What follows belongs to an exercise in optimizing a design on an open flow for small area, a short achievable clock period and few clock cycles per item; a production flow would make more cautious choices.
No functional check of the RTL was part of any run shown here.
No activity file was given, so power comes from the tool's default toggle rates.

**run.sh**
```bash
#!/bin/bash
# synth_recipe.tcl (not shown) runs the flow's synth.tcl, then flattens the netlist and writes it again
# the make line also repeats each setting of config.mk as NAME=value (left out here)
make -C /OpenROAD-flow-scripts/flow DESIGN_CONFIG=/design/flow/config.mk WORK_HOME=/design/flow/orfs CLKGATE_MAP_FILE= SYNTH_SCRIPT=/design/flow/synth_recipe.tcl finish
```
**config.mk**
```make
export PLATFORM = sky130hd
export DESIGN_NAME = multi_page_shelf_rect_allocator
export DESIGN_NICKNAME = multi_page_shelf_rect_allocator
export VERILOG_FILES = /design/flow/design.v
export SDC_FILE = /design/flow/constraint.sdc
export NUM_CORES = 4
export LEC_CHECK = 0
export CAP_MARGIN = 20
export CORE_MARGIN = 2
export CORE_UTILIZATION = 40
export SETUP_SLACK_MARGIN = 4
export SLEW_MARGIN = 20
```
**constraint.sdc**
```tcl
create_clock -name core_clock -period 10.0 [get_ports {clock}]
set_input_delay 2.0000 -clock core_clock [delete_from_list [all_inputs] [get_ports {clock}]]
set_output_delay 2.0000 -clock core_clock [all_outputs]
set_load 0.01 [all_outputs]
```
**design.v**
```verilog
package mpsra_pkg;
   localparam int DIM_W = 11;
   localparam int RECT_W = 11;
   localparam int PSUM_W = 12;
   localparam int POS_W = 10;
   localparam int PIDX_W = 3;
   localparam int TOTAL_W = 24;
   localparam int AREA_W = 2 * DIM_W - 1;
   localparam logic [1:0] STATUS_PLACED = 2'd0;
   localparam logic [1:0] STATUS_EMPTY = 2'd1;
   localparam logic [1:0] STATUS_TOO_BIG = 2'd2;
   localparam logic [1:0] STATUS_FULL = 2'd3;
endpackage
module mpsra_cell #(
   parameter int PAGE_SIZE = 1024
) (
   input  logic                          clock,
   input  logic                          reset,
   input  logic [mpsra_pkg::DIM_W-1:0]   pw,
   input  logic [mpsra_pkg::DIM_W-1:0]   ph,
   input  logic                          try_page,
   input  logic                          place,
   input  logic [mpsra_pkg::DIM_W-1:0]   new_room_x,
   input  logic [mpsra_pkg::DIM_W-1:0]   new_room_b,
   output logic                          fit,
   output logic [mpsra_pkg::DIM_W-1:0]   room_x0,
   output logic [mpsra_pkg::DIM_W-1:0]   room_t0,
   output logic [mpsra_pkg::DIM_W-1:0]   room_b
);
   localparam int CW = mpsra_pkg::DIM_W;
   localparam logic [CW-1:0] FULL = CW'(PAGE_SIZE);
   function automatic logic le(input logic [CW-1:0] a, input logic [CW-1:0] b);
      le = 1'b1;
      for (int i = 0; i < CW; i++) begin
         if (a[i] != b[i]) le = b[i];
      end
   endfunction
   logic [CW-1:0] room_x_ff, room_t_ff, room_b_ff;
   logic          shelf_ok;
   always_comb begin
      shelf_ok = le(pw, room_x_ff);
      room_x0 = shelf_ok ? room_x_ff : FULL;
      room_t0 = shelf_ok ? room_t_ff : room_b_ff;
      fit = shelf_ok ? le(ph, room_t_ff) : le(ph, room_b_ff);
   end
   assign room_b = room_b_ff;
   always_ff @(posedge clock) begin
      if (reset) begin
         room_x_ff <= FULL;
         room_t_ff <= FULL;
         room_b_ff <= FULL;
      end else if (try_page) begin
         room_t_ff <= room_t0;
         room_x_ff <= place ? new_room_x : room_x0;
         if (place) room_b_ff <= new_room_b;
      end
   end
endmodule
module multi_page_shelf_rect_allocator #(
   parameter int PAGE_SIZE = 1024,
   parameter int MAX_PAGES = 8
) (
   input  logic        clock,
   input  logic        reset,
   input  logic        req_tvalid,
   output logic        req_tready,
   input  logic [23:0] req_tdata,
   output logic        rsp_tvalid,
   input  logic        rsp_tready,
   output logic [47:0] rsp_tdata,
   output logic [1:0]  rsp_tuser,
   input  logic        csr_tvalid,
   output logic        csr_tready,
   input  logic [7:0]  csr_tdata
);
   localparam int DW = mpsra_pkg::DIM_W;
   localparam int RW = mpsra_pkg::RECT_W;
   localparam int SW = mpsra_pkg::PSUM_W;
   localparam int PW = mpsra_pkg::POS_W;
   localparam int IW = mpsra_pkg::PIDX_W;
   localparam int TW = mpsra_pkg::TOTAL_W;
   localparam logic [SW:0] LIMIT = (SW + 1)'(PAGE_SIZE);
   logic [3:0] pad_ff;
   logic       adv;
   logic          v1_ff;
   logic [DW-1:0] pw1_ff, ph1_ff;
   logic [1:0]    cls1_ff;
   logic [RW-1:0] req_w, req_h;
   logic [SW-1:0] pw_sum, ph_sum;
   logic          empty, too_big;
   logic          ov_ff;
   logic [TW-1:0] ot_ff;
   logic [PW-1:0] ox_ff, oy_ff;
   logic [IW-1:0] opg_ff;
   logic [1:0]    ost_ff;
   logic                   go, placed;
   logic [MAX_PAGES-1:0]   fit, try_page, sel;
   logic [DW-1:0]          room_x0 [MAX_PAGES];
   logic [DW-1:0]          room_t0 [MAX_PAGES];
   logic [DW-1:0]          room_b [MAX_PAGES];
   logic [DW-1:0]          rx_sel, rt_sel, rb_sel;
   logic [DW-1:0]          new_room_x, new_room_t, new_room_b;
   logic [DW+1:0]          diff3, csa_a, csa_b, csa_c, csa_s, csa_k;
   logic                   taller;
   logic [PW-1:0]          cx_sel, cy_sel;
   logic [IW-1:0]          pg_sel;
   logic [1:0]             st_sel;
   logic [TW-1:0]          n_total;
   assign adv = !ov_ff || rsp_tready;
   assign req_tready = adv;
   assign csr_tready = 1'b1;
   always_ff @(posedge clock) begin
      if (reset) begin
         pad_ff <= 4'd1;
      end else if (csr_tvalid) begin
         pad_ff <= csr_tdata[3:0];
      end
   end
   always_comb begin
      req_w = req_tdata[RW-1:0];
      req_h = req_tdata[2*RW-1:RW];
      pw_sum = SW'(req_w) + SW'({pad_ff, 1'b0});
      ph_sum = SW'(req_h) + SW'({pad_ff, 1'b0});
      empty = (req_w == '0) || (req_h == '0);
      too_big = ({1'b0, pw_sum} > LIMIT) || ({1'b0, ph_sum} > LIMIT);
   end
   always_ff @(posedge clock) begin
      if (reset) begin
         v1_ff <= 1'b0;
      end else if (adv) begin
         v1_ff <= req_tvalid;
      end
      if (adv) begin
         pw1_ff <= pw_sum[DW-1:0];
         ph1_ff <= ph_sum[DW-1:0];
         cls1_ff <= empty ? mpsra_pkg::STATUS_EMPTY
                  : too_big ? mpsra_pkg::STATUS_TOO_BIG
                  : mpsra_pkg::STATUS_PLACED;
      end
   end
   assign go = adv && v1_ff && (cls1_ff == mpsra_pkg::STATUS_PLACED);
   for (genvar gi = 0; gi < MAX_PAGES; gi++) begin : g_page
      if (gi == 0) begin : g_first
         assign try_page[gi] = go;
         assign sel[gi] = fit[gi];
      end else begin : g_rest
         assign try_page[gi] = go && !(|fit[gi-1:0]);
         assign sel[gi] = fit[gi] && !(|fit[gi-1:0]);
      end
      mpsra_cell #(
         .PAGE_SIZE(PAGE_SIZE)
      ) u_cell (
         .clock(clock),
         .reset(reset),
         .pw(pw1_ff),
         .ph(ph1_ff),
         .try_page(try_page[gi]),
         .place(sel[gi]),
         .new_room_x(new_room_x),
         .new_room_b(new_room_b),
         .fit(fit[gi]),
         .room_x0(room_x0[gi]),
         .room_t0(room_t0[gi]),
         .room_b(room_b[gi])
      );
   end
   always_comb begin
      rx_sel = '0;
      rt_sel = '0;
      rb_sel = '0;
      pg_sel = '0;
      for (int i = 0; i < MAX_PAGES; i++) begin
         if (sel[i]) begin
            rx_sel = rx_sel | room_x0[i];
            rt_sel = rt_sel | room_t0[i];
            rb_sel = rb_sel | room_b[i];
            pg_sel = pg_sel | IW'(i);
         end
      end
      cx_sel = rx_sel[PW-1:0];
      cy_sel = rt_sel[PW-1:0];
      new_room_x = rx_sel - pw1_ff;
      csa_a = {2'b00, rt_sel};
      csa_b = ~{2'b00, ph1_ff};
      csa_c = ~{2'b00, rb_sel};
      csa_s = csa_a ^ csa_b ^ csa_c;
      csa_k = {(csa_a[DW:0] & csa_b[DW:0]) | (csa_a[DW:0] & csa_c[DW:0])
               | (csa_b[DW:0] & csa_c[DW:0]), 1'b0};
      diff3 = csa_s + csa_k + (DW + 2)'(2);
      new_room_t = rt_sel - ph1_ff;
      taller = diff3[DW+1];
      new_room_b = taller ? new_room_t : rb_sel;
      placed = (cls1_ff == mpsra_pkg::STATUS_PLACED) && (|fit);
      if (cls1_ff != mpsra_pkg::STATUS_PLACED) st_sel = cls1_ff;
      else if (|fit) st_sel = mpsra_pkg::STATUS_PLACED;
      else st_sel = mpsra_pkg::STATUS_FULL;
      n_total = placed ? ot_ff + pw1_ff * ph1_ff : ot_ff;
   end
   always_ff @(posedge clock) begin
      if (reset) begin
         ov_ff <= 1'b0;
         ot_ff <= '0;
      end else if (adv) begin
         ov_ff <= v1_ff;
         if (v1_ff) ot_ff <= n_total;
      end
      if (adv && v1_ff) begin
         ox_ff <= cx_sel;
         oy_ff <= cy_sel;
         opg_ff <= placed ? pg_sel : '0;
         ost_ff <= st_sel;
      end
   end
   assign rsp_tvalid = ov_ff;
   logic          oplaced;
   logic [PW-1:0] rsp_x, rsp_y;
   always_comb begin
      oplaced = (ost_ff == mpsra_pkg::STATUS_PLACED);
      rsp_x = oplaced ? PW'(pad_ff) - ox_ff : '0;
      rsp_y = oplaced ? PW'(pad_ff) - oy_ff : '0;
   end
   assign rsp_tdata = {1'b0, ot_ff, rsp_y, rsp_x, opg_ff};
   assign rsp_tuser = ost_ff;
endmodule
```
==> results of run 1 <==
-- sequential cells by signal, summed over array words and instances, names as in the netlist --
name	count
g_page.u_cell.room_b_ff	88
g_page.u_cell.room_t_ff	88
g_page.u_cell.room_x_ff	88
ot_ff	24
ph1_ff	11
pw1_ff	11
ox_ff	10
oy_ff	10
pad_ff	4
opg_ff	3
cls1_ff	2
ost_ff	2
ov_ff	1
v1_ff	1
-- stage by stage --
step                      hold slack, ns  util, %
after floorplan                    0.440        -
after global placement             0.455     43.6
after detailed placement           0.460     43.6
after CTS                          0.470     49.2
after global routing               0.487     51.1
final                              0.468     51.1
-- cell type report --
type | instances | area share [%]
Tap cell | 855 | 3.26
Inverter | 261 | 3.06
Clock inverter | 28 | 1.27
Sequential cell | 343 | 22.4
Timing Repair Buffer | 345 | 10.1
Clock buffer | 50 | 3.48
Multi-Input combinational cell | 2347 | 56.4
-- layer usage --
metal  routed length [um]  share of wire (%)  global-route usage [%]  up-vias
met5                   13              0.013                       0        -
met4                 4150                4.0                    11.2        2
met3                11300                 11                    6.27      232
met2                44800                 44                    45.8     1315
met1                42700                 41                    40.8    12700
li1                     -                  -                       -    11500
-- worst reg2reg max path: cells and delay by family (launching register included) --
kind,cells,cell delay [ns]
AOI/OAI and AO/OA,11,1.85
and+or+nand+nor,10,1.82
buffers and inverters,7,1.03
adders and majority gates,3,0.95
muxes,2,0.66
DFF,1,0.46
-- timing repair --
item,CTS,global route
cloned,4,2
pin swaps,93,101
resized for setup,244,161
setup buffers,93,63
endpoints found under the setup margin,178,172
-- how the worst max path moves through the flow --
stage,slack [ns],cells after the start,to,start
2_1_floorplan,3.74,29,g_page[1].u_cell.room_b_ff[3]$_SDFFE_PP0P_,ph1_ff[5]$_DFFE_PN_
3_3_place_gp,1.69,30,g_page[4].u_cell.room_b_ff[9]$_SDFFE_PP0P_,ph1_ff[2]$_DFFE_PN_
3_5_place_dp,1.69,30,g_page[6].u_cell.room_b_ff[9]$_SDFFE_PP0P_,ph1_ff[2]$_DFFE_PN_
4_1_cts,3.09,28,g_page[7].u_cell.room_b_ff[8]$_SDFFE_PP0P_,ph1_ff[6]$_DFFE_PN_
5_1_grt,2.92,33,g_page[4].u_cell.room_b_ff[8]$_SDFFE_PP0P_,pw1_ff[7]$_DFFE_PN_
6_report,3.11,33,g_page[4].u_cell.room_b_ff[8]$_SDFFE_PP0P_,pw1_ff[7]$_DFFE_PN_
-- where the power goes --
part           switching [W]  leakage [nW]  internal [W]
combinational        0.00248          9.50       0.00190
sequential         0.0000503          2.86       0.00145
clock               0.000696         0.759       0.00106
total                0.00323          13.1       0.00441
-- cells by family after synthesis --
kind of cell | Yosys count
compound gates | 779
other cells | 2
xor+xnor | 63
flops | 343
mux | 137
fa+ha+maj | 286
buf+inv | 449
simple gates | 1076
-- Yosys cell counts, drive strengths merged, types with 54 or more instances --
master / n
o21ai: 111
inv: 255
fa: 118
nor2b: 78
ha: 117
nor2: 391
a21oi: 161
nand2: 288
dfxtp: 294
mux2i: 113
clkbuf: 134
a22oi: 91
nand2b: 94
buf: 54
a211oi: 75
==> results.py, run 1 <==
metrics = {
    "run_status": {
        "outcome": "complete, no violations",
    },
    "timing": {
        "max_freq_mhz": 145,
        "worst_pin_slew_ns": 1.11,
        "min_period_ns": 6.89,
        "hold_viol_final": 0,
        "skew_ns": 0.0362,
        "final_max_slew_viol_count": 0,
        "finalSetupTns_ns": 0,
        "setup_slack_ns": 3.11,
        "relSlewSlack_pct": 25.3,
        "finalCritPeriodShare_pct": 68.9,
        "rsz0062_at_grt": "true",
        "setup_viol": 0,
    },
    "place": {
        "hpwl_mm": 71.7,
        "placed_cell_area_sq_um": 28000,
        "io_buffer_count": 81,
        "routabilityCongestion": 0.961,
        "dp_cells": 3989,
        "place_ws_ns": 1.69,
    },
    "critical_path": {
        "start_kind": "flop",
        "crit_fanout": 8,
        "path_delay_family": "compound AO/OA/AOI/OAI gates",
        "worstSetupEndpointType": "flop",
        "critPathMostFrequentCell": "a21oi_4",
        "crit_slowest_cell": "or4_4",
        "cp.arrival_ns": 7.38,
        "r2r-start": "pw1_ff[7]$_DFFE_PN_",
        "cp.buffers_inverters": 7,
        "path_class": "flop to flop",
        "worstRegToRegCells": 33,
        "r2r_slack_ns": 3.11,
        "slowest_delay_ns": 0.59,
        "crit_required_ns": 10.49,
        "regToRegEndpoint": "g_page[4].u_cell.room_b_ff[8]$_SDFFE_PP0P_",
    },
    "synthesis": {
        "netlist_area_sq_um": 25900,
        "synth_fa_ha_area_share_pct": 16.7,
        "synth_top_family_by_area": "compound AO/OA/AOI/OAI gates",
        "synth_compound_area_share_pct": 21.3,
        "yosysWarningCount": 5,
        "ys.flop_type": "dfxtp_1",
        "ys_ff_latch": 343,
        "synthXorXnorAreaFrac_pct": 2.13,
        "synth_cell_types": 95,
        "synth_area_leaders": "dfxtp_1, fa_1, edfxtp_1, ha_1, nor2_1",
        "yosys.area_share.simple_pct": 19.3,
        "synth_edf_count": 49,
        "async_flop_share_pct": 0,
        "syn_nets": 3407,
        "synth.yosys.seq_area_share_pct": 28.4,
        "syn_inst": 3135,
        "synth_area_leader_cell": "dfxtp_1",
        "yosys-mux-area-fraction_pct": 5.46,
        "yosysTopAreaCellShare_pct": 22.7,
        "syn_area_per_cell_sq_um": 8.28,
    },
    "finish": {
        "nets": 3612,
        "final_cell_mix": "nor2_1, dfxtp_1, nand2_1",
        "finalNonFillerCells": 4229,
        "multi_input_area_sq_um": 18500,
        "regArea_sq_um": 7360,
        "antennaDiodeCount": 0,
        "fill_cells": 5962,
        "postLayoutCellArea_sq_um": 32800,
        "drive_gt1_share_pct": 19.4,
        "layout_commonest_cell": "nor2_1",
        "area_growth_syn_to_layout_pct": 26.6,
    },
    "clocking": {
        "cts_buffer_depth": 3,
        "cts_root_buf": "clkbuf_16",
        "htreeDepth": 2,
        "cts_tree": "done",
        "path_clk_slew_ns": 0.06,
        "numCtsBuffers": 42,
        "clock_sinks": 343,
        "holdBufCountCts": 0,
        "clk_latency_ns": 0.61,
    },
    "grt": {
        "grtUsageTotal_pct": 29.7,
        "grt_pass1_wl_mm": 152,
        "antenna_found_initial": 4,
        "grt_start_max_net_pins": 81,
        "grt_pass1_vias": 24600,
        "grt_overflow": 0,
    },
    "floorplan": {
        "ios": 90,
        "num_rows": 93,
        "fp.dieArea_sq_um": 66900,
        "die_w_um": 259,
        "core-area_sq_um": 64200,
        "initial_core_util_pct": 40.4,
        "chipHeight_um": 259,
    },
    "run": {
        "drv_cap": 0,
    },
    "hold_path": {
        "min-delay-start": "g_page[4].u_cell.room_x_ff[0]$_SDFFE_PP0P_",
        "holdCritPathClass": "flop to flop",
        "holdPathStages": 2,
        "worstHoldEndpoint": "g_page[4].u_cell.room_x_ff[0]$_SDFFE_PP0P_",
    },
    "drt": {
        "drt_wl_total_mm": 103,
        "routed_via_density": 6.08,
        "post_drt_wl_per_cell_um": 24.3,
        "dr_total_vias": 25700,
        "drtAntennaViolNets": 0,
        "drc_errors": 0,
        "firstDrtPassIters": 9,
        "drtIter0Drc": 2896,
    },
    "pwr": {
        "powerDensity_nw_per_um2": 233,
        "leakage_nw": 13.1,
        "irDropWorstVdd_v": 0.000432,
        "p_total_w": 0.00764,
    },
}
==> inputs of run 2 (changes only) <==
--- a/config.mk
+++ b/config.mk
@@ -8,5 +8,4 @@
 export CAP_MARGIN = 20
 export CORE_MARGIN = 2
 export CORE_UTILIZATION = 40
-export SETUP_SLACK_MARGIN = 4
 export SLEW_MARGIN = 20
==> run 2 against run 1 <==
Area after synthesis is the same; clock-buffer cell count is 10 higher; clock skew is 0.00056 ns lower; cell area is 10% lower; hold slack better by 0.0061 ns; setup slack worse by 1.6 ns; largest cell class unchanged; largest power group unchanged.
==> results.py, run 2 <==
metrics = {
    "floorplan": {
        "core-area_sq_um": 64200,
        "initial_core_util_pct": 40.4,
        "chipHeight_um": 259,
        "fp.dieArea_sq_um": 66900,
        "ios": 90,
        "die_w_um": 259,
        "num_rows": 93,
    },
    "synthesis": {
        "async_flop_share_pct": 0,
        "synth_top_cells_by_count": "nor2_1, dfxtp_1, nand2_1, inv_1, a21oi_1",
        "ys_ff_latch": 343,
        "netlist_area_sq_um": 25900,
        "syn_area_per_cell_sq_um": 8.28,
        "syn_inst": 3135,
        "synth_cell_types": 95,
        "synth.yosys.seq_area_share_pct": 28.4,
        "syn_nets": 3407,
        "yosysTopAreaCellShare_pct": 22.7,
        "yosysWarningCount": 5,
        "yosysMostFrequentCell": "nor2_1",
        "synth_edf_count": 49,
        "ys.flop_type": "dfxtp_1",
        "synth_area_leaders": "dfxtp_1, fa_1, edfxtp_1, ha_1, nor2_1",
        "synth_area_leader_cell": "dfxtp_1",
    },
    "drt": {
        "drtAntennaViolNets": 0,
        "drtIter0Drc": 2638,
        "firstDrtPassIters": 8,
        "post_drt_wl_per_cell_um": 23.8,
        "routed_via_density": 6.00,
        "drt_wl_total_mm": 97.1,
        "dr_total_vias": 24500,
        "drc_errors": 0,
    },
    "timing": {
        "finalCritPeriodShare_pct": 85.3,
        "min_period_ns": 8.53,
        "max_freq_mhz": 117,
        "final_max_slew_viol_count": 0,
        "relSlewSlack_pct": 25.1,
        "setup_viol": 0,
        "skew_ns": 0.0356,
        "finalSetupTns_ns": 0,
        "hold_viol_final": 0,
        "worst_pin_slew_ns": 1.12,
        "rsz0062_at_grt": "false",
    },
    "critical_path": {
        "regToRegEndpoint": "g_page[7].u_cell.room_b_ff[2]$_SDFFE_PP0P_",
        "crit_cells": 30,
        "r2r_slack_ns": 1.47,
        "crit_fanout": 15,
        "crit_required_ns": 10.48,
        "r2r-start": "pw1_ff[9]$_DFFE_PN_",
        "path_class": "flop to flop",
        "slowest_delay_ns": 0.83,
        "worstSetupEndpointType": "flop",
        "crit_end": "g_page[7].u_cell.room_b_ff[2]$_SDFFE_PP0P_",
        "cp.arrival_ns": 9.01,
        "worstRegToRegCells": 30,
        "startpoint": "pw1_ff[9]$_DFFE_PN_",
        "start_kind": "flop",
        "cp.buffers_inverters": 2,
        "path_delay_family": "compound AO/OA/AOI/OAI gates",
        "crit_slowest_cell": "edfxtp_1",
    },
    "finish": {
        "fin_util_pct": 45.8,
        "layout_commonest_cell": "nor2_1",
        "reg_top3": "g_page.u_cell.room_b_ff x88, g_page.u_cell.room_t_ff x88, g_page.u_cell.room_x_ff x88",
        "area_growth_syn_to_layout_pct": 13.5,
        "finalNonFillerCells": 4074,
        "nets": 3453,
        "drive_gt1_share_pct": 8.30,
        "fill_cells": 6249,
        "final_cell_mix": "nor2_1, dfxtp_1, nand2_1",
    },
    "place": {
        "hpwl_mm": 71.8,
        "routabilityCongestion": 0.982,
        "dp_cells": 3990,
        "io_buffer_count": 81,
    },
    "grt": {
        "grt_pass1_wl_mm": 147,
        "grtUsageTotal_pct": 28.7,
        "grt_start_max_net_pins": 161,
        "grt_pass1_vias": 23800,
        "grt_overflow": 0,
        "antenna_found_initial": 1,
    },
    "clocking": {
        "path_clk_slew_ns": 0.06,
        "cts_tree": "done",
        "cts_root_buf": "clkbuf_16",
        "cts_resized": 0,
        "clk_latency_ns": 0.61,
        "postCtsSetupBuffers": 0,
        "htreeDepth": 2,
        "clock_sinks": 343,
        "cts_buffer_depth": 3,
        "holdBufCountCts": 0,
        "numCtsBuffers": 44,
    },
    "pwr": {
        "powerDensity_nw_per_um2": 231,
        "leakage_nw": 11.8,
        "irDropWorstVdd_v": 0.000446,
        "p_total_w": 0.00680,
    },
    "hold_path": {
        "holdCritPathClass": "flop to flop",
    },
    "run_status": {
        "outcome": "complete, no violations",
    },
    "run": {
        "drv_cap": 0,
    },
}
[run 2: worst min-delay path by stage]
stage	slack (ns)	to	depth (start not counted)	startpoint
after floorplan	0.44	g_page[4].u_cell.room_x_ff[0]$_SDFFE_PP0P_	2	g_page[4].u_cell.room_x_ff[0]$_SDFFE_PP0P_
after global placement	0.46	g_page[0].u_cell.room_t_ff[0]$_SDFFE_PP0P_	2	g_page[0].u_cell.room_t_ff[0]$_SDFFE_PP0P_
after detailed placement	0.46	g_page[4].u_cell.room_x_ff[0]$_SDFFE_PP0P_	2	g_page[4].u_cell.room_x_ff[0]$_SDFFE_PP0P_
after CTS	0.47	g_page[4].u_cell.room_x_ff[0]$_SDFFE_PP0P_	2	g_page[4].u_cell.room_x_ff[0]$_SDFFE_PP0P_
after global routing	0.50	ot_ff[1]$_SDFFE_PP0P_	2	ot_ff[1]$_SDFFE_PP0P_
final	0.47	ot_ff[21]$_SDFFE_PP0P_	2	ot_ff[21]$_SDFFE_PP0P_
[run 2: report_power, final]
group          switching [W]  internal (W)
clock network       0.000682      0.000989
logic                0.00214       0.00148
registers          0.0000626       0.00145
[run 2: kinds of logic (layout without fill, tap and decap cells)]
logic type / after synthesis / count (layout) / share of synthesized area [%]
AO/OA/AOI/OAI: 779 / 779 / 21.3
XOR/XNOR: 63 / 63 / 2.13
adder cells (fa/ha/maj): 286 / 286 / 16.7
buffers and inverters: 449 / 530 / 6.69
flip-flops: 343 / 343 / 28.4
multiplexers: 137 / 137 / 5.46
other: 2 / 5 / 0.0289
AND/OR/NAND/NOR: 1076 / 1076 / 19.3
[run 2: routing by layer]
metal	vias up	part of all wire [%]	GRT usage, %
met5	-	0.013	0
met4	2	3.2	9.84
met3	187	9.3	6.10
met2	1102	43	44.1
met1	12000	44	39.8
li1	11200	-	-
[run 2: layout make-up]
cell class | instances | area, sq um | share of cell area [%]
Tap cell | 855 | 1070 | 3.63
Timing Repair Buffer | 188 | 1630 | 5.54
Clock inverter | 21 | 244 | 0.829
Clock buffer | 60 | 1260 | 4.27
Multi-Input combinational cell | 2343 | 16900 | 57.4
Sequential cell | 343 | 7360 | 25.0
Inverter | 261 | 980 | 3.33
Antenna cell | 3 | 7.51 | 0.0255
[run 2: per-stage QoR]
stage                     setup WS [ns]  hold WS (ns)  instance area [sq um]
after floorplan                    3.23         0.440                  25900
after global placement             1.54         0.455                  27900
after detailed placement           1.57         0.464                  27900
after CTS                          1.53         0.472                  29400
after global routing               1.01         0.498                  29400
final                              1.47         0.474                  29400
[run 2: worst min-delay path, delay by kind of cell, from the launching register on]
family | cells | cell delay (ns)
flops | 1 | 0.32
simple gates | 1 | 0.06
compound gates | 1 | 0.05
==> inputs of run 3 (changes only) <==
--- a/design.v
+++ b/design.v
@@ -19,31 +19,22 @@
    input  logic [mpsra_pkg::DIM_W-1:0]   pw,
    input  logic [mpsra_pkg::DIM_W-1:0]   ph,
    input  logic                          try_page,
-   input  logic                          place,
-   input  logic [mpsra_pkg::DIM_W-1:0]   new_room_x,
-   input  logic [mpsra_pkg::DIM_W-1:0]   new_room_b,
    output logic                          fit,
    output logic [mpsra_pkg::DIM_W-1:0]   room_x0,
-   output logic [mpsra_pkg::DIM_W-1:0]   room_t0,
-   output logic [mpsra_pkg::DIM_W-1:0]   room_b
+   output logic [mpsra_pkg::DIM_W-1:0]   room_t0
 );
    localparam int CW = mpsra_pkg::DIM_W;
    localparam logic [CW-1:0] FULL = CW'(PAGE_SIZE);
-   function automatic logic le(input logic [CW-1:0] a, input logic [CW-1:0] b);
-      le = 1'b1;
-      for (int i = 0; i < CW; i++) begin
-         if (a[i] != b[i]) le = b[i];
-      end
-   endfunction
    logic [CW-1:0] room_x_ff, room_t_ff, room_b_ff;
    logic          shelf_ok;
+   logic [CW-1:0] room_t_left;
    always_comb begin
-      shelf_ok = le(pw, room_x_ff);
+      shelf_ok = pw <= room_x_ff;
       room_x0 = shelf_ok ? room_x_ff : FULL;
       room_t0 = shelf_ok ? room_t_ff : room_b_ff;
-      fit = shelf_ok ? le(ph, room_t_ff) : le(ph, room_b_ff);
+      fit = shelf_ok ? (ph <= room_t_ff) : (ph <= room_b_ff);
+      room_t_left = room_t0 - ph;
    end
-   assign room_b = room_b_ff;
    always_ff @(posedge clock) begin
       if (reset) begin
          room_x_ff <= FULL;
@@ -51,8 +42,8 @@
          room_b_ff <= FULL;
       end else if (try_page) begin
          room_t_ff <= room_t0;
-         room_x_ff <= place ? new_room_x : room_x0;
-         if (place) room_b_ff <= new_room_b;
+         room_x_ff <= fit ? room_x0 - pw : room_x0;
+         if (fit && (room_t_left < room_b_ff)) room_b_ff <= room_t_left;
       end
    end
 endmodule
@@ -97,11 +88,6 @@
    logic [MAX_PAGES-1:0]   fit, try_page, sel;
    logic [DW-1:0]          room_x0 [MAX_PAGES];
    logic [DW-1:0]          room_t0 [MAX_PAGES];
-   logic [DW-1:0]          room_b [MAX_PAGES];
-   logic [DW-1:0]          rx_sel, rt_sel, rb_sel;
-   logic [DW-1:0]          new_room_x, new_room_t, new_room_b;
-   logic [DW+1:0]          diff3, csa_a, csa_b, csa_c, csa_s, csa_k;
-   logic                   taller;
    logic [PW-1:0]          cx_sel, cy_sel;
    logic [IW-1:0]          pg_sel;
    logic [1:0]             st_sel;
@@ -155,41 +141,22 @@
          .pw(pw1_ff),
          .ph(ph1_ff),
          .try_page(try_page[gi]),
-         .place(sel[gi]),
-         .new_room_x(new_room_x),
-         .new_room_b(new_room_b),
          .fit(fit[gi]),
          .room_x0(room_x0[gi]),
-         .room_t0(room_t0[gi]),
-         .room_b(room_b[gi])
+         .room_t0(room_t0[gi])
       );
    end
    always_comb begin
-      rx_sel = '0;
-      rt_sel = '0;
-      rb_sel = '0;
+      cx_sel = '0;
+      cy_sel = '0;
       pg_sel = '0;
       for (int i = 0; i < MAX_PAGES; i++) begin
          if (sel[i]) begin
-            rx_sel = rx_sel | room_x0[i];
-            rt_sel = rt_sel | room_t0[i];
-            rb_sel = rb_sel | room_b[i];
+            cx_sel = cx_sel | room_x0[i][PW-1:0];
+            cy_sel = cy_sel | room_t0[i][PW-1:0];
             pg_sel = pg_sel | IW'(i);
          end
       end
-      cx_sel = rx_sel[PW-1:0];
-      cy_sel = rt_sel[PW-1:0];
-      new_room_x = rx_sel - pw1_ff;
-      csa_a = {2'b00, rt_sel};
-      csa_b = ~{2'b00, ph1_ff};
-      csa_c = ~{2'b00, rb_sel};
-      csa_s = csa_a ^ csa_b ^ csa_c;
-      csa_k = {(csa_a[DW:0] & csa_b[DW:0]) | (csa_a[DW:0] & csa_c[DW:0])
-               | (csa_b[DW:0] & csa_c[DW:0]), 1'b0};
-      diff3 = csa_s + csa_k + (DW + 2)'(2);
-      new_room_t = rt_sel - ph1_ff;
-      taller = diff3[DW+1];
-      new_room_b = taller ? new_room_t : rb_sel;
       placed = (cls1_ff == mpsra_pkg::STATUS_PLACED) && (|fit);
       if (cls1_ff != mpsra_pkg::STATUS_PLACED) st_sel = cls1_ff;
       else if (|fit) st_sel = mpsra_pkg::STATUS_PLACED;
==> run 3 against run 2 <==
Sequential share of layout area decreased by 6.2 points; routed wire length grew 21%; register-to-register slack improved by 1.1 ns; die area is 36% higher; non-clock buffer count decreased by 34; critical endpoint is now g_page[6].u_cell.room_b_ff[2]$_SDFFE_PP0P_; largest cell class unchanged.
==> results.py, run 3 <==
metrics = {
    "timing": {
        "worst_pin_slew_ns": 1.16,
        "max_freq_mhz": 135,
        "finalCritPeriodShare_pct": 73.9,
        "hold_viol_final": 0,
        "setup_viol": 0,
        "relSlewSlack_pct": 22.4,
        "rsz0062_at_grt": "false",
        "final_max_slew_viol_count": 0,
        "min_period_ns": 7.39,
        "finalSetupTns_ns": 0,
        "skew_ns": 0.0191,
    },
    "critical_path": {
        "cp.arrival_ns": 7.85,
        "r2r-start": "pw1_ff[1]$_DFFE_PN_",
        "regToRegEndpoint": "g_page[6].u_cell.room_b_ff[2]$_SDFFE_PP0P_",
        "r2r_slack_ns": 2.61,
        "worstSetupEndpointType": "flop",
        "worstRegToRegCells": 25,
        "crit_required_ns": 10.46,
        "crit_fanout": 23,
        "path_class": "flop to flop",
        "start_kind": "flop",
    },
    "finish": {
        "postLayoutCellArea_sq_um": 39100,
        "layout_commonest_cell": "ha_1",
        "reg_top3": "g_page.u_cell.room_b_ff x88, g_page.u_cell.room_t_ff x88, g_page.u_cell.room_x_ff x88",
        "antennaDiodeCount": 0,
        "drive_gt1_share_pct": 4.28,
        "area_growth_syn_to_layout_pct": 10.5,
        "nets": 5170,
        "final_cell_mix": "ha_1, inv_1, nor2_1",
    },
    "run": {
        "drv_cap": 0,
    },
    "grt": {
        "grt_overflow": 0,
        "antenna_found_initial": 3,
        "grt_start_max_net_pins": 74,
        "grt_pass1_vias": 29800,
        "grtUsageTotal_pct": 25.5,
        "grt_pass1_wl_mm": 177,
    },
    "synthesis": {
        "async_flop_share_pct": 0,
        "yosysTopAreaCellShare_pct": 20.5,
        "syn_inst": 4378,
        "synth_top_cells_by_count": "ha_1, inv_1, nor2_1, nand2_1, dfxtp_1",
        "yosysMostFrequentCell": "ha_1",
        "syn_area_per_cell_sq_um": 8.09,
        "synth_area_leader_cell": "ha_1",
        "ys_ff_latch": 343,
        "synth_area_leaders": "ha_1, dfxtp_1, fa_1, inv_1, nor2_1",
        "synth_cell_types": 95,
        "synth.yosys.seq_area_share_pct": 20.8,
        "syn_nets": 5118,
        "yosysWarningCount": 4,
        "synth_edf_count": 49,
        "netlist_area_sq_um": 35400,
        "ys.flop_type": "dfxtp_1",
    },
    "place": {
        "io_buffer_count": 81,
        "hpwl_mm": 87.4,
        "routabilityCongestion": 0.923,
        "placed_cell_area_sq_um": 37700,
    },
    "clocking": {
        "cts_buffer_depth": 3,
        "path_clk_slew_ns": 0.06,
        "cts_root_buf": "clkbuf_16",
        "numCtsBuffers": 47,
        "htreeDepth": 2,
        "clk_latency_ns": 0.61,
        "cts_tree": "done",
        "holdBufCountCts": 0,
        "cts_resized": 0,
        "postCtsSetupBuffers": 0,
        "clock_sinks": 343,
    },
    "run_status": {
        "outcome": "complete, no violations",
    },
    "floorplan": {
        "num_rows": 109,
        "core-area_sq_um": 88100,
        "die_w_um": 302,
        "ios": 90,
        "chipHeight_um": 302,
        "fp.dieArea_sq_um": 91000,
        "initial_core_util_pct": 40.2,
    },
    "drt": {
        "drtIter0Drc": 2677,
        "post_drt_wl_per_cell_um": 20.9,
        "drc_errors": 0,
        "drtAntennaViolNets": 0,
        "firstDrtPassIters": 7,
        "drt_wl_total_mm": 118,
        "routed_via_density": 5.68,
        "dr_total_vias": 32000,
    },
    "hold_path": {
        "holdCritPathClass": "flop to flop",
        "holdPathStages": 1,
        "worstHoldEndpoint": "g_page[7].u_cell.room_x_ff[1]$_SDFFE_PP0P_",
        "min-delay-start": "g_page[7].u_cell.room_x_ff[1]$_SDFFE_PP0P_",
    },
    "pwr": {
        "powerDensity_nw_per_um2": 200,
        "leakage_nw": 17.0,
        "irDropWorstVdd_v": 0.000415,
    },
}
[run 3: cell count changes after synthesis, sizes merged, moves of 37 or more]
cell | previous run | this run
ha | 117 | 581
inv | 255 | 572
o21ai | 111 | 230
a21oi | 161 | 266
nor2 | 391 | 487
a22oi | 91 | 24
o21a | 4 | 60
maj3 | 51 | 0
xnor2 | 45 | 93
nand2b | 94 | 47
nand4 | 14 | 60
a21o | 31 | 76
nand2 | 288 | 326
clkbuf | 134 | 97
[run 3: power by group]
| group | total [W] | leakage, nW | switching, W | internal (W) |
|---|---|---|---|---|
| registers | 0.00151 | 2.86 | 0.0000553 | 0.00146 |
| clock network | 0.00169 | 0.737 | 0.000709 | 0.000982 |
| logic | 0.00462 | 13.4 | 0.00272 | 0.00190 |
| total | 0.00783 | 17.0 | 0.00348 | 0.00434 |
[run 3: layout make-up]
class                   count  area (sq um)
multi-input cells        3311         25300
flip-flops and latches    343          7360
clock buffers              69          1350
fillers                  8943         49000
well taps                1165          1460
clock inverters            15           141
inverters                 573          2150
repair buffers            154          1360
[run 3: worst max-delay path by stage]
stage,from,endpoint,slack [ns],cells past startpoint
3_3_place_gp,pw1_ff[1]$_DFFE_PN_,g_page[6].u_cell.room_b_ff[2]$_SDFFE_PP0P_,2.75,25
2_1_floorplan,ph1_ff[10]$_DFFE_PN_,ot_ff[23]$_SDFFE_PP0P_,3.92,20
3_5_place_dp,pw1_ff[1]$_DFFE_PN_,g_page[6].u_cell.room_b_ff[2]$_SDFFE_PP0P_,2.71,25
6_report,pw1_ff[1]$_DFFE_PN_,g_page[6].u_cell.room_b_ff[2]$_SDFFE_PP0P_,2.61,25
5_1_grt,pw1_ff[1]$_DFFE_PN_,g_page[6].u_cell.room_b_ff[4]$_SDFFE_PP0P_,2.17,25
4_1_cts,pw1_ff[1]$_DFFE_PN_,g_page[6].u_cell.room_b_ff[2]$_SDFFE_PP0P_,2.67,25
[run 3: logic make-up after synthesis]
| group | synth area share [%] |
|---|---|
| simple gates | 17.0 |
| compound gates | 19.6 |
| buf+inv | 8.02 |
| fa+ha+maj | 27.4 |
| flops | 20.8 |
| xor+xnor | 3.41 |
| mux | 3.79 |
| other cells | 0.0212 |
[run 3: stage by stage]
step                std cells  worst slack (ns)  power, W  hold slack [ns]  utilization, %
floorplan                4378              3.92   0.00504            0.425               -
global placement         5546              2.75   0.00611            0.440            42.7
detailed placement       5546              2.71   0.00612            0.443            42.7
CTS                      5630              2.67   0.00785            0.454            44.4
global route             5630              2.17   0.00851            0.461            44.4
finish                   5630              2.61   0.00783            0.454            44.4
[run 3: layer usage]
metal	up-vias	GRT usage (%)	wire (um)
met5	-	0	12
met4	2	9.77	4820
met3	207	5.51	10500
met2	1055	38.5	49500
met1	15200	35.3	52800
li1	15500	-	-
[run 3: critical path, stage by stage, from the launching register on]
cell,delay [ns]
edfxtp_1,0.78
buf_4,0.42
ha_1,0.31
nand4_1,0.08
nor2_1,0.05
a41oi_1,0.24
o31a_1,0.63
buf_4,0.40
nor2_1,0.07
a21oi_1,0.25
inv_1,0.10
ha_1,0.27
nor2b_1,0.12
o21ai_0,0.23
a21boi_0,0.18
o21ai_0,0.24
a21oi_1,0.16
o21a_1,0.22
o311ai_0,0.46
ha_1,0.34
a21oi_1,0.13
nor2b_1,0.07
a211oi_1,0.39
and4_1,0.71
mux2i_1,0.26
nor2_1,0.05
==> inputs of run 4 (changes only) <==
--- a/design.v
+++ b/design.v
@@ -20,30 +20,37 @@
    input  logic [mpsra_pkg::DIM_W-1:0]   ph,
    input  logic                          try_page,
    output logic                          fit,
-   output logic [mpsra_pkg::DIM_W-1:0]   room_x0,
-   output logic [mpsra_pkg::DIM_W-1:0]   room_t0
+   output logic [mpsra_pkg::POS_W-1:0]   cur0_pos,
+   output logic [mpsra_pkg::POS_W-1:0]   top0_pos
 );
    localparam int CW = mpsra_pkg::DIM_W;
-   localparam logic [CW-1:0] FULL = CW'(PAGE_SIZE);
-   logic [CW-1:0] room_x_ff, room_t_ff, room_b_ff;
+   localparam logic [CW:0] LIMIT = (CW + 1)'(PAGE_SIZE);
+   logic [CW-1:0] cursor_ff, top_ff, bot_ff;
+   logic [CW:0]   cur_sum, top_sum;
    logic          shelf_ok;
-   logic [CW-1:0] room_t_left;
+   logic [CW-1:0] top0;
    always_comb begin
-      shelf_ok = pw <= room_x_ff;
-      room_x0 = shelf_ok ? room_x_ff : FULL;
-      room_t0 = shelf_ok ? room_t_ff : room_b_ff;
-      fit = shelf_ok ? (ph <= room_t_ff) : (ph <= room_b_ff);
-      room_t_left = room_t0 - ph;
+      cur_sum = {1'b0, cursor_ff} + {1'b0, pw};
+      shelf_ok = cur_sum <= LIMIT;
+      top0 = shelf_ok ? top_ff : bot_ff;
+      top_sum = {1'b0, top0} + {1'b0, ph};
+      fit = top_sum <= LIMIT;
    end
+   assign cur0_pos = shelf_ok ? cursor_ff[mpsra_pkg::POS_W-1:0] : '0;
+   assign top0_pos = top0[mpsra_pkg::POS_W-1:0];
    always_ff @(posedge clock) begin
       if (reset) begin
-         room_x_ff <= FULL;
-         room_t_ff <= FULL;
-         room_b_ff <= FULL;
+         cursor_ff <= '0;
+         top_ff <= '0;
+         bot_ff <= '0;
       end else if (try_page) begin
-         room_t_ff <= room_t0;
-         room_x_ff <= fit ? room_x0 - pw : room_x0;
-         if (fit && (room_t_left < room_b_ff)) room_b_ff <= room_t_left;
+         top_ff <= top0;
+         if (fit) begin
+            cursor_ff <= shelf_ok ? cur_sum[CW-1:0] : pw;
+            if (top_sum[CW-1:0] > bot_ff) bot_ff <= top_sum[CW-1:0];
+         end else if (!shelf_ok) begin
+            cursor_ff <= '0;
+         end
       end
    end
 endmodule
@@ -86,8 +93,8 @@
    logic [1:0]    ost_ff;
    logic                   go, placed;
    logic [MAX_PAGES-1:0]   fit, try_page, sel;
-   logic [DW-1:0]          room_x0 [MAX_PAGES];
-   logic [DW-1:0]          room_t0 [MAX_PAGES];
+   logic [PW-1:0]          cur0 [MAX_PAGES];
+   logic [PW-1:0]          top0 [MAX_PAGES];
    logic [PW-1:0]          cx_sel, cy_sel;
    logic [IW-1:0]          pg_sel;
    logic [1:0]             st_sel;
@@ -142,8 +149,8 @@
          .ph(ph1_ff),
          .try_page(try_page[gi]),
          .fit(fit[gi]),
-         .room_x0(room_x0[gi]),
-         .room_t0(room_t0[gi])
+         .cur0_pos(cur0[gi]),
+         .top0_pos(top0[gi])
       );
    end
    always_comb begin
@@ -152,8 +159,8 @@
       pg_sel = '0;
       for (int i = 0; i < MAX_PAGES; i++) begin
          if (sel[i]) begin
-            cx_sel = cx_sel | room_x0[i][PW-1:0];
-            cy_sel = cy_sel | room_t0[i][PW-1:0];
+            cx_sel = cx_sel | cur0[i];
+            cy_sel = cy_sel | top0[i];
             pg_sel = pg_sel | IW'(i);
          end
       end
@@ -161,7 +168,7 @@
       if (cls1_ff != mpsra_pkg::STATUS_PLACED) st_sel = cls1_ff;
       else if (|fit) st_sel = mpsra_pkg::STATUS_PLACED;
       else st_sel = mpsra_pkg::STATUS_FULL;
-      n_total = placed ? ot_ff + pw1_ff * ph1_ff : ot_ff;
+      n_total = placed ? ot_ff + TW'(pw1_ff * ph1_ff) : ot_ff;
    end
    always_ff @(posedge clock) begin
       if (reset) begin
@@ -183,8 +190,8 @@
    logic [PW-1:0] rsp_x, rsp_y;
    always_comb begin
       oplaced = (ost_ff == mpsra_pkg::STATUS_PLACED);
-      rsp_x = oplaced ? PW'(pad_ff) - ox_ff : '0;
-      rsp_y = oplaced ? PW'(pad_ff) - oy_ff : '0;
+      rsp_x = oplaced ? ox_ff + PW'(pad_ff) : '0;
+      rsp_y = oplaced ? oy_ff + PW'(pad_ff) : '0;
    end
    assign rsp_tdata = {1'b0, ot_ff, rsp_y, rsp_x, opg_ff};
    assign rsp_tuser = ost_ff;
==> run 4 against run 3 <==
Final cell count shrank 12%; routed wire length shrank 12%; via count is 9.7% lower; flip-flop and latch count unchanged; clock power is essentially flat; non-clock buffer count rose by 16; clock skew up 0.0053 ns; clock-buffer cell count fell by 9; sequential power about the same; die area is 9.4% lower.
==> results.py, run 4 <==
metrics = {
    "grt": {
        "grt_start_max_net_pins": 187,
        "grt_pass1_vias": 27600,
        "grt_pass1_wl_mm": 161,
        "grt_overflow": 0,
        "antenna_found_initial": 3,
        "grtUsageTotal_pct": 24.9,
    },
    "place": {
        "routabilityCongestion": 0.938,
        "hpwl_mm": 75.4,
        "io_buffer_count": 81,
    },
    "synthesis": {
        "ys_ff_latch": 343,
        "synth_fa_ha_area_share_pct": 20.9,
        "synth_area_leaders": "dfxtp_1, ha_1, fa_1, edfxtp_1, nor2_1",
        "synth.yosys.seq_area_share_pct": 22.9,
        "synth_area_leader_cell": "dfxtp_1",
        "synth_top_family_by_area": "compound AO/OA/AOI/OAI gates",
        "netlist_area_sq_um": 32100,
        "yosysMostFrequentCell": "nor2_1",
        "syn_area_per_cell_sq_um": 8.40,
        "yosys-mux-area-fraction_pct": 6.56,
        "synth_compound_area_share_pct": 21.5,
        "ys.flop_type": "dfxtp_1",
        "synth_top_cells_by_count": "nor2_1, ha_1, inv_1, dfxtp_1, nand2_1",
        "syn_inst": 3818,
        "synth_cell_types": 102,
        "yosysWarningCount": 4,
        "synth_edf_count": 49,
        "async_flop_share_pct": 0,
        "yosysTopAreaCellShare_pct": 18.4,
        "yosys.area_share.simple_pct": 17.8,
        "synthXorXnorAreaFrac_pct": 3.85,
        "syn_nets": 4318,
    },
    "timing": {
        "hold_viol_final": 0,
        "relSlewSlack_pct": 14.8,
        "whs_ns": 0.452,
        "max_freq_mhz": 110,
        "min_period_ns": 9.09,
        "setup_viol": 0,
        "worst_pin_slew_ns": 1.25,
        "rsz0062_at_grt": "false",
        "skew_ns": 0.0244,
        "finalCritPeriodShare_pct": 90.9,
        "final_max_slew_viol_count": 0,
        "finalSetupTns_ns": 0,
    },
    "clocking": {
        "htreeDepth": 2,
        "cts_tree": "done",
        "clk_latency_ns": 0.61,
        "cts_buffer_depth": 3,
        "cts_root_buf": "clkbuf_16",
        "holdBufCountCts": 0,
        "cts_resized": 0,
        "numCtsBuffers": 45,
        "clock_sinks": 343,
        "postCtsSetupBuffers": 0,
        "path_clk_slew_ns": 0.06,
    },
    "hold_path": {
        "holdCritPathClass": "flop to flop",
        "holdPathStages": 2,
        "worstHoldEndpoint": "g_page[2].u_cell.top_ff[10]$_SDFFE_PP0P_",
        "min-delay-start": "g_page[2].u_cell.top_ff[10]$_SDFFE_PP0P_",
    },
    "finish": {
        "final_cell_mix": "nor2_1, ha_1, inv_1",
        "area_growth_syn_to_layout_pct": 11.3,
        "drive_gt1_share_pct": 8.19,
        "fill_cells": 7941,
        "reg_top3": "g_page.u_cell.bot_ff x88, g_page.u_cell.cursor_ff x88, g_page.u_cell.top_ff x88",
        "multi_input_area_sq_um": 22700,
        "nets": 4346,
        "layout_commonest_cell": "nor2_1",
        "antennaDiodeCount": 0,
        "regArea_sq_um": 7360,
    },
    "critical_path": {
        "r2r_slack_ns": 0.91,
        "path_delay_family": "compound AO/OA/AOI/OAI gates",
        "path_class": "flop to flop",
        "cp_cell_sequence": "ha_1 > inv_1 > fa_1 > xnor2_1 > nor4b_1 > nand3_1 > or4_1 > a211o_1 > nor4_1 > nor2_2 > mux2_2 > ha_1 > inv_1 > fa_1 > nor2b_1 > o2111ai_1 > a31o_2 > o31a_1 > or3_1 > o41ai_4 > a2bb2oi_2 > and3b_1 > a2111oi_0 > o2111ai_1",
        "worstSetupEndpointType": "flop",
        "crit_fanout": 13,
        "cp.buffers_inverters": 2,
        "cp.arrival_ns": 9.33,
        "start_kind": "flop",
        "worstRegToRegCells": 24,
        "slowest_delay_ns": 1.13,
        "crit_required_ns": 10.24,
        "regToRegEndpoint": "ox_ff[5]$_DFFE_PP_",
        "crit_slowest_cell": "a2111oi_0",
        "r2r-start": "pw1_ff[0]$_DFFE_PN_",
    },
    "drt": {
        "post_drt_wl_per_cell_um": 20.9,
        "dr_total_vias": 28900,
        "drtIter0Drc": 2870,
        "routed_via_density": 5.85,
        "drt_wl_total_mm": 103,
        "drc_errors": 0,
        "firstDrtPassIters": 6,
        "drtAntennaViolNets": 0,
    },
    "pwr": {
        "leakage_nw": 14.7,
        "powerDensity_nw_per_um2": 203,
        "p_total_w": 0.00723,
        "irDropWorstVdd_v": 0.000308,
    },
    "floorplan": {
        "core-area_sq_um": 79100,
        "num_rows": 103,
        "chipHeight_um": 287,
        "ios": 90,
        "initial_core_util_pct": 40.5,
        "die_w_um": 287,
        "fp.dieArea_sq_um": 82400,
    },
    "run": {
        "drv_cap": 0,
    },
    "run_status": {
        "outcome": "complete, no violations",
    },
}
## run 4: cell types whose count changed after synthesis, sizes merged, moves of 43 or more
cell	delta
nor3	+43
clkbuf	+51
o21ai	-48
a21oi	-63
and2	+65
inv	-234
nand2	-120
ha	-240
mux2	+75
nor2	-121
## run 4: worst max path at each step
stage / from / end / slack (ns) / cells past startpoint
floorplan: pw1_ff[1]$_DFFE_PN_ / ox_ff[3]$_DFFE_PP_ / 2.86 / 27
CTS: pw1_ff[0]$_DFFE_PN_ / g_page[7].u_cell.top_ff[5]$_SDFFE_PP0P_ / 1.25 / 25
finish: pw1_ff[0]$_DFFE_PN_ / ox_ff[5]$_DFFE_PP_ / 0.91 / 24
global placement: pw1_ff[0]$_DFFE_PN_ / ox_ff[5]$_DFFE_PP_ / 1.34 / 23
global route: pw1_ff[0]$_DFFE_PN_ / ox_ff[5]$_DFFE_PP_ / 0.71 / 24
detailed placement: pw1_ff[0]$_DFFE_PN_ / g_page[7].u_cell.top_ff[5]$_SDFFE_PP0P_ / 1.30 / 25
## run 4: layer usage
metal	vias up	track usage [%]	wire, um
met5	-	0	0
met2	934	38.6	44600
li1	13900	-	-
met1	13800	34.4	46400
met4	0	9.74	4170
met3	182	4.32	8000
## run 4: cells by family (layout without fill, tap and decap cells)
logic type	after synthesis	count (layout)
mux	199	199
buf+inv	527	592
compound gates	983	983
xor+xnor	141	141
simple gates	1160	1160
other cells	2	2
fa+ha+maj	463	463
flops	343	343
## run 4: worst reg2reg max path, delay by kind of cell (launching register included)
kind	cells	cell delay, ns
and+or+nand+nor	8	2.79
xor gates and xnor gates	1	0.17
muxes	1	0.37
AOI/OAI and AO/OA	8	3.14
adders and majority gates	4	1.34
DFF	1	0.81
buffers and inverters	2	0.13
## run 4: final cells by class
type / instances / share of cell area (%)
Inverter: 338 / 3.56
Tap cell: 1050 / 3.68
Clock inverter: 24 / 0.817
Sequential cell: 343 / 20.6
Clock buffer: 60 / 3.46
Multi-Input combinational cell: 2948 / 63.7
Timing Repair Buffer: 170 / 4.20
## run 4: where the power goes
part	switching (W)	total [W]	internal, W
sequential	0.0000630	0.00151	0.00145
combinational	0.00232	0.00400	0.00168
clock	0.000692	0.00172	0.00103
## run 4: through the flow
step | cell area (sq um) | setup slack (ns) | std cells | utilization [%]
finish | 35700 | 0.910 | 4933 | 45.1
global route | 35700 | 0.712 | 4933 | 45.1
CTS | 35700 | 1.25 | 4932 | 45.1
detailed placement | 34100 | 1.30 | 4848 | 43.1
global placement | 34100 | 1.34 | 4848 | 43.1
floorplan | 32100 | 2.86 | 3818 | -

what the ideal ports hide:
Ports are ideal in the flow. The routed layouts listed here were re-timed in OpenROAD. Step 1: set_driving_cell puts a clkbuf_16 on clock and a buf_2 on each other input, an assumption about the parent block. Step 2, shift: input delay + t, output delay - t, t = (earliest + latest rising clock arrival at the registers) / 2. This alone moves slack from input paths to output paths. Three values: no drivers, after step 1, after step 2; two values: the first two.
| run | t, ns | setup WS [ns] | worst data-port slew with drivers (ns) | pins driven straight from the clock port |
|---|---|---|---|---|
| run 1 | 0.654 | 3.112 / 3.112 / 3.112 | 0.05 | 1 |
| run 2 | 0.657 | 1.467 / 1.467 / 1.467 | 0.05 | 1 |
| run 3 | 0.667 | 2.614 / 2.614 / 2.614 | 0.06 | 1 |
| run 4 | 0.667 | 0.910 / 0.910 / 0.910 | 0.06 | 1 |
After both steps setup and hold are still met in every run listed.
